Background: an optimization exercise with open tools, aiming at small area. Do not read the settings as production practice.
Function was checked by simulation only, so behaviour that the tests miss may differ from the original. The flow treats the clock pin as an ideal source, which a real chip does not have.

## the baseline
==> flow/design.v <==
module kdps_cmp (
  input  logic [31:0] a,
  input  logic [31:0] b,
  output logic        eq,
  output logic        gt
);
  logic [31:0] e;
  always_comb begin
    e  = a ~^ b;
    eq = &e;
    gt = 1'b0;
    for (int i = 0; i < 32; i++) begin
      gt = e[i] ? gt : a[i];
    end
  end
endmodule
module kdps_lane #(
  parameter int W = 8
) (
  input  logic         s,
  input  logic         k,
  input  logic [W-1:0] v,
  input  logic [W-1:0] t,
  output logic [W-1:0] h
);
  assign h = ({W{s}} & v) | ({W{k}} & t);
endmodule
module kdps_pick_n #(
  parameter int W = 32
) (
  input  logic         s,
  input  logic [W-1:0] a,
  input  logic [W-1:0] b,
  output logic [W-1:0] y
);
  assign y = ~(s ? a : b);
endmodule
module kdps_out_lo (
  input  logic [31:0] rn,
  input  logic        vsel_n,
  input  logic        dsel,
  output logic [31:0] rv,
  output logic [31:0] dk
);
  assign rv = ~(rn | {32{vsel_n}});
  assign dk = ~(rn & {32{dsel}});
endmodule
module keyed_dirty_point_store_top (
  input  logic        clk,
  input  logic        rst,
  input  logic        in_valid,
  output logic        in_stall,
  input  logic [2:0]  op,
  input  logic [31:0] key,
  input  logic [3:0]  byte_count,
  input  logic [63:0] value,
  output logic        out_valid,
  input  logic        out_stall,
  output logic [1:0]  status,
  output logic [63:0] read_value,
  output logic [3:0]  read_size,
  output logic [31:0] dirty_key,
  input  logic        cfg_valid,
  output logic        cfg_ready,
  input  logic [8:0]  buffer_bytes_in_use
);
  localparam int SW = 100;
  logic [16*SW-1:0] ring;
  logic [SW-1:0]    tl;
  logic [SW-1:0]    hd;
  logic [31:0]      t_key;
  logic [63:0]      t_val;
  logic [2:0]       t_sz;
  logic [3:0]       t_size;
  logic             t_dt;
  logic [3:0]  ph;
  logic        run;
  logic        fin;
  logic        f;
  logic [4:0]  pt_count;
  logic [8:0]  rm;
  logic        sub;
  logic [63:32] res;
  logic [31:0] res_n;
  logic [31:0] res_n_d;
  logic [2:0]  res_sz;
  logic        vsel;
  logic        dsel;
  logic [1:0]  st;
  logic op_def, op_set, op_get, op_clr1, op_clra, op_fd, op_lk;
  logic start, act, f_in, sv, at_end, eq, gt;
  logic def_room, def_ok, wr_def, hit, wr_set, get_ld, fd_hit, clr_dt, f_next;
  logic [3:0] take;
  logic [8:0] rm_d;
  assign cfg_ready = 1'b1;
  assign tl    = ring[16*SW-1 -: SW];
  assign t_key = tl[31:0];
  assign t_val = tl[95:32];
  assign t_sz  = tl[98:96];
  assign t_size = {t_sz == 3'd0, t_sz};
  assign t_dt  = tl[99];
  assign op_def  = (op == 3'd0);
  assign op_set  = (op == 3'd1);
  assign op_get  = (op == 3'd2);
  assign op_clr1 = (op == 3'd3);
  assign op_clra = (op == 3'd4);
  assign op_fd   = (op == 3'd5);
  assign op_lk   = op_set | op_get | op_clr1 | op_fd;
  assign start = in_valid & ~out_valid & ~fin & ~run & (ph == 4'd0);
  assign act   = start | run;
  assign f_in  = run & f;
  assign sv    = ({1'b0, ph} < pt_count);
  kdps_cmp u_cmp (.a(key), .b(t_key), .eq(eq), .gt(gt));
  assign at_end   = act & op_def & ({1'b0, ph} == pt_count);
  assign take     = (act & sv) ? t_size : byte_count;
  assign rm_d     = rm - {5'd0, take};
  assign def_room = ~rm_d[8];
  assign def_ok   = at_end & ~f_in & (key != 32'hFFFF_FFFF)
                  & (byte_count != 4'd0) & (byte_count <= 4'd8) & def_room;
  assign wr_def   = def_ok;
  assign hit    = act & sv & eq & (op_set | op_get | op_clr1);
  assign wr_set = hit & op_set;
  assign get_ld = hit & op_get;
  assign fd_hit = act & op_fd & sv & t_dt & ~f_in;
  assign clr_dt = (hit & op_clr1) | (act & op_clra);
  always_comb begin
    f_next = f_in | hit | fd_hit;
    if (op_def) begin
      f_next = f_in | (act & sv & ~gt) | (at_end & ~def_ok)
             | (act & (ph == 4'd15) & pt_count[4]);
    end
  end
  logic [7:0] byte_wr;
  logic [7:0] byte_keep;
  always_comb begin
    for (int b = 0; b < 8; b++) begin
      byte_wr[b]   = wr_set & (4'(b) < t_size);
      byte_keep[b] = ~wr_def & ~byte_wr[b];
    end
  end
  kdps_lane #(.W(32)) u_lane_key (
    .s(wr_def), .k(~wr_def), .v(key), .t(t_key), .h(hd[31:0])
  );
  for (genvar b = 0; b < 8; b++) begin : g_lane
    kdps_lane #(.W(8)) u_lane (
      .s(byte_wr[b]), .k(byte_keep[b]), .v(value[8*b +: 8]),
      .t(t_val[8*b +: 8]), .h(hd[32+8*b +: 8])
    );
  end
  assign hd[98:96] = wr_def ? byte_count[2:0] : t_sz;
  assign hd[99]    = wr_set | (t_dt & ~wr_def & ~clr_dt);
  always_ff @(posedge clk) begin
    ring <= {ring[15*SW-1:0], hd};
  end
  always_ff @(posedge clk) begin
    if (rst) begin
      ph       <= 4'd0;
      run      <= 1'b0;
      fin      <= 1'b0;
      pt_count <= 5'd0;
      rm       <= 9'd128;
      sub      <= 1'b0;
      out_valid <= 1'b0;
    end else begin
      ph  <= ph + 4'd1;
      run <= act & (ph != 4'd15);
      fin <= act & (ph == 4'd15);
      if (cfg_valid) begin
        rm  <= {1'b0, buffer_bytes_in_use[8] | buffer_bytes_in_use[7],
                buffer_bytes_in_use[6:0] & {7{~buffer_bytes_in_use[8]}}};
        sub <= 1'b1;
      end else if ((act && sv && sub) || wr_def) begin
        rm <= rm_d;
      end
      if (fin) begin
        sub <= 1'b0;
      end
      if (fin && op_def && !f) begin
        pt_count <= pt_count + 5'd1;
      end
      if (fin) begin
        out_valid <= 1'b1;
      end else if (!out_stall) begin
        out_valid <= 1'b0;
      end
    end
  end
  always_ff @(posedge clk) begin
    if (act) begin
      f <= f_next;
    end
    if (get_ld) begin
      res    <= t_val[63:32];
      res_sz <= t_sz;
    end
    if (get_ld || fd_hit) begin
      res_n <= res_n_d;
    end
    if (fin) begin
      vsel <= op_get & f;
      dsel <= op_fd & f;
      st   <= {op_def & f, op_lk & ~f};
    end
  end
  assign in_stall   = ~fin;
  assign status     = st;
  kdps_pick_n #(.W(32)) u_pick (.s(get_ld), .a(t_val[31:0]), .b(t_key), .y(res_n_d));
  kdps_out_lo u_out_lo (
    .rn(res_n), .vsel_n(~vsel), .dsel(dsel), .rv(read_value[31:0]), .dk(dirty_key)
  );
  assign read_value[63:32] = vsel ? res : 32'd0;
  assign read_size  = vsel ? {res_sz == 3'd0, res_sz} : 4'd0;
endmodule
export LEC_CHECK = 0
export CAP_MARGIN = 20
export CORE_MARGIN = 2
export CORE_UTILIZATION = 65
export SLEW_MARGIN = 20
export SYNTH_HIERARCHICAL = 1
create_clock -name core_clock -period 10.0 [get_ports {clk}]
standard.sh (not shown) runs the stock make flow with config.mk's settings and CLKGATE_MAP_FILE= SYNTH_SCRIPT=/design/flow/synth_recipe.tcl, a recipe that flattens the netlist after the stock synthesis.
==> flow/flow/run.sh <==
#!/bin/bash
# standard layout with the smallest buffer on the ports and tuned clock tree; logs to this folder
export BUFFER_PORTS_ARGS="-buffer_cell sky130_fd_sc_hd__buf_1"
export CTS_ARGS="-sink_clustering_enable -sink_clustering_size 33 -sink_clustering_max_diameter 300 -buf_list sky130_fd_sc_hd__clkbuf_16 -repair_clock_nets -dont_use_dummy_load"
bash standard.sh > standard.log 2>&1
The baseline | stages: all done | timing, DRC, antenna: all pass
For the candidate, these inputs were changed with respect to the baseline:
--- a/flow/design.v
+++ b/flow/design.v
@@ -62,17 +62,17 @@
   output logic [31:0] dirty_key,
   input  logic        cfg_valid,
   output logic        cfg_ready,
   input  logic [8:0]  buffer_bytes_in_use
 );
-  localparam int SW = 100;
+  localparam int SW = 98;
   logic [16*SW-1:0] ring;
   logic [SW-1:0]    tl;
   logic [SW-1:0]    hd;
   logic [31:0]      t_key;
   logic [63:0]      t_val;
-  logic [2:0]       t_sz;
+  logic             t_full;
   logic [3:0]       t_size;
   logic             t_dt;
   logic [3:0]  ph;
   logic        run;
   logic        fin;
@@ -81,11 +81,11 @@
   logic [8:0]  rm;
   logic        sub;
   logic [63:32] res;
   logic [31:0] res_n;
   logic [31:0] res_n_d;
-  logic [2:0]  res_sz;
+  logic        res_full;
   logic        vsel;
   logic        dsel;
   logic [1:0]  st;
   logic op_def, op_set, op_get, op_clr1, op_clra, op_fd, op_lk;
   logic start, act, f_in, sv, at_end, eq, gt;
@@ -94,13 +94,13 @@
   logic [8:0] rm_d;
   assign cfg_ready = 1'b1;
   assign tl    = ring[16*SW-1 -: SW];
   assign t_key = tl[31:0];
   assign t_val = tl[95:32];
-  assign t_sz  = tl[98:96];
-  assign t_size = {t_sz == 3'd0, t_sz};
-  assign t_dt  = tl[99];
+  assign t_full = tl[96];
+  assign t_size = t_full ? 4'd8 : {1'b0, t_val[58:56]};
+  assign t_dt   = tl[97];
   assign op_def  = (op == 3'd0);
   assign op_set  = (op == 3'd1);
   assign op_get  = (op == 3'd2);
   assign op_clr1 = (op == 3'd3);
   assign op_clra = (op == 3'd4);
@@ -139,18 +139,26 @@
     end
   end
   kdps_lane #(.W(32)) u_lane_key (
     .s(wr_def), .k(~wr_def), .v(key), .t(t_key), .h(hd[31:0])
   );
-  for (genvar b = 0; b < 8; b++) begin : g_lane
+  for (genvar b = 0; b < 7; b++) begin : g_lane
     kdps_lane #(.W(8)) u_lane (
       .s(byte_wr[b]), .k(byte_keep[b]), .v(value[8*b +: 8]),
       .t(t_val[8*b +: 8]), .h(hd[32+8*b +: 8])
     );
   end
-  assign hd[98:96] = wr_def ? byte_count[2:0] : t_sz;
-  assign hd[99]    = wr_set | (t_dt & ~wr_def & ~clr_dt);
+  kdps_lane #(.W(3)) u_lane_sz (
+    .s(byte_wr[7] | wr_def), .k(byte_keep[7]),
+    .v(wr_def ? byte_count[2:0] : value[58:56]), .t(t_val[58:56]), .h(hd[90:88])
+  );
+  kdps_lane #(.W(5)) u_lane_b7 (
+    .s(byte_wr[7]), .k(byte_keep[7]), .v(value[63:59]), .t(t_val[63:59]),
+    .h(hd[95:91])
+  );
+  assign hd[96] = wr_def ? byte_count[3] : t_full;
+  assign hd[97] = wr_set | (t_dt & ~wr_def & ~clr_dt);
   always_ff @(posedge clk) begin
     ring <= {ring[15*SW-1:0], hd};
   end
   always_ff @(posedge clk) begin
     if (rst) begin
@@ -189,11 +197,11 @@
     if (act) begin
       f <= f_next;
     end
     if (get_ld) begin
       res    <= t_val[63:32];
-      res_sz <= t_sz;
+      res_full <= t_full;
     end
     if (get_ld || fd_hit) begin
       res_n <= res_n_d;
     end
     if (fin) begin
@@ -206,8 +214,9 @@
   assign status     = st;
   kdps_pick_n #(.W(32)) u_pick (.s(get_ld), .a(t_val[31:0]), .b(t_key), .y(res_n_d));
   kdps_out_lo u_out_lo (
     .rn(res_n), .vsel_n(~vsel), .dsel(dsel), .rv(read_value[31:0]), .dk(dirty_key)
   );
-  assign read_value[63:32] = vsel ? res : 32'd0;
-  assign read_size  = vsel ? {res_sz == 3'd0, res_sz} : 4'd0;
-endmodule
+  assign read_value[55:32] = vsel ? res[55:32] : 24'd0;
+  assign read_value[63:56] = (vsel && res_full) ? res[63:56] : 8'd0;
+  assign read_size  = !vsel ? 4'd0 : res_full ? 4'd8 : {1'b0, res[58:56]};
+endmodule
==> comparison <==
Ff count | the candidate vs the baseline | the candidate lower
Between the baseline and the candidate, the difference in number of cells upsized or downsized after cts is negligible.
Going from the baseline to the candidate, data arrival time at the worst-slack endpoint shows an increase of 0.55 ns; post-synthesis share of cell area spent on full adders, half adders and majority gates shows no meaningful change.
Run comparison: the candidate cell type of the slowest stage on the worst timing path sky130_fd_sc_hd__a211oi_2; the baseline cell type of the slowest stage on the worst timing path sky130_fd_sc_hd__nor2_1
After synthesis and placement, the instance count of the candidate is below that of the baseline.

port drivers added, routing unchanged:
In the flow no input, the clock included, has a driving cell. The finished layouts below were timed again as built, in two steps.
Step 1 sets driving cells, clkbuf_16 on the clock port and buf_2 on the other inputs (assumed; they add their load-dependent delay and slew).
Step 2 times the ports against the registers' clock, not the clock port: input delays grow and output delays shrink by t, the midpoint of the rising clock arrivals with the driver on.
a / b / c = ideal / step 1 / step 2; a / b = the first two.
run	t, ns	slack for setup (ns)	slew at the worst register clock pin (ns)	worst data-port slew with drivers (ns)	cell pins on the clock port's net
the baseline	0.684	4.354 / 4.385 / 3.701	0.12 / 0.12	0.10	1
the candidate	0.674	3.840 / 3.878 / 3.204	0.12 / 0.12	0.09	1
After both steps setup and hold are still met in every run listed. For the baseline, which loses most, drivers alone change the setup slack by +0.031 ns; drivers and shift together by -0.653 ns.
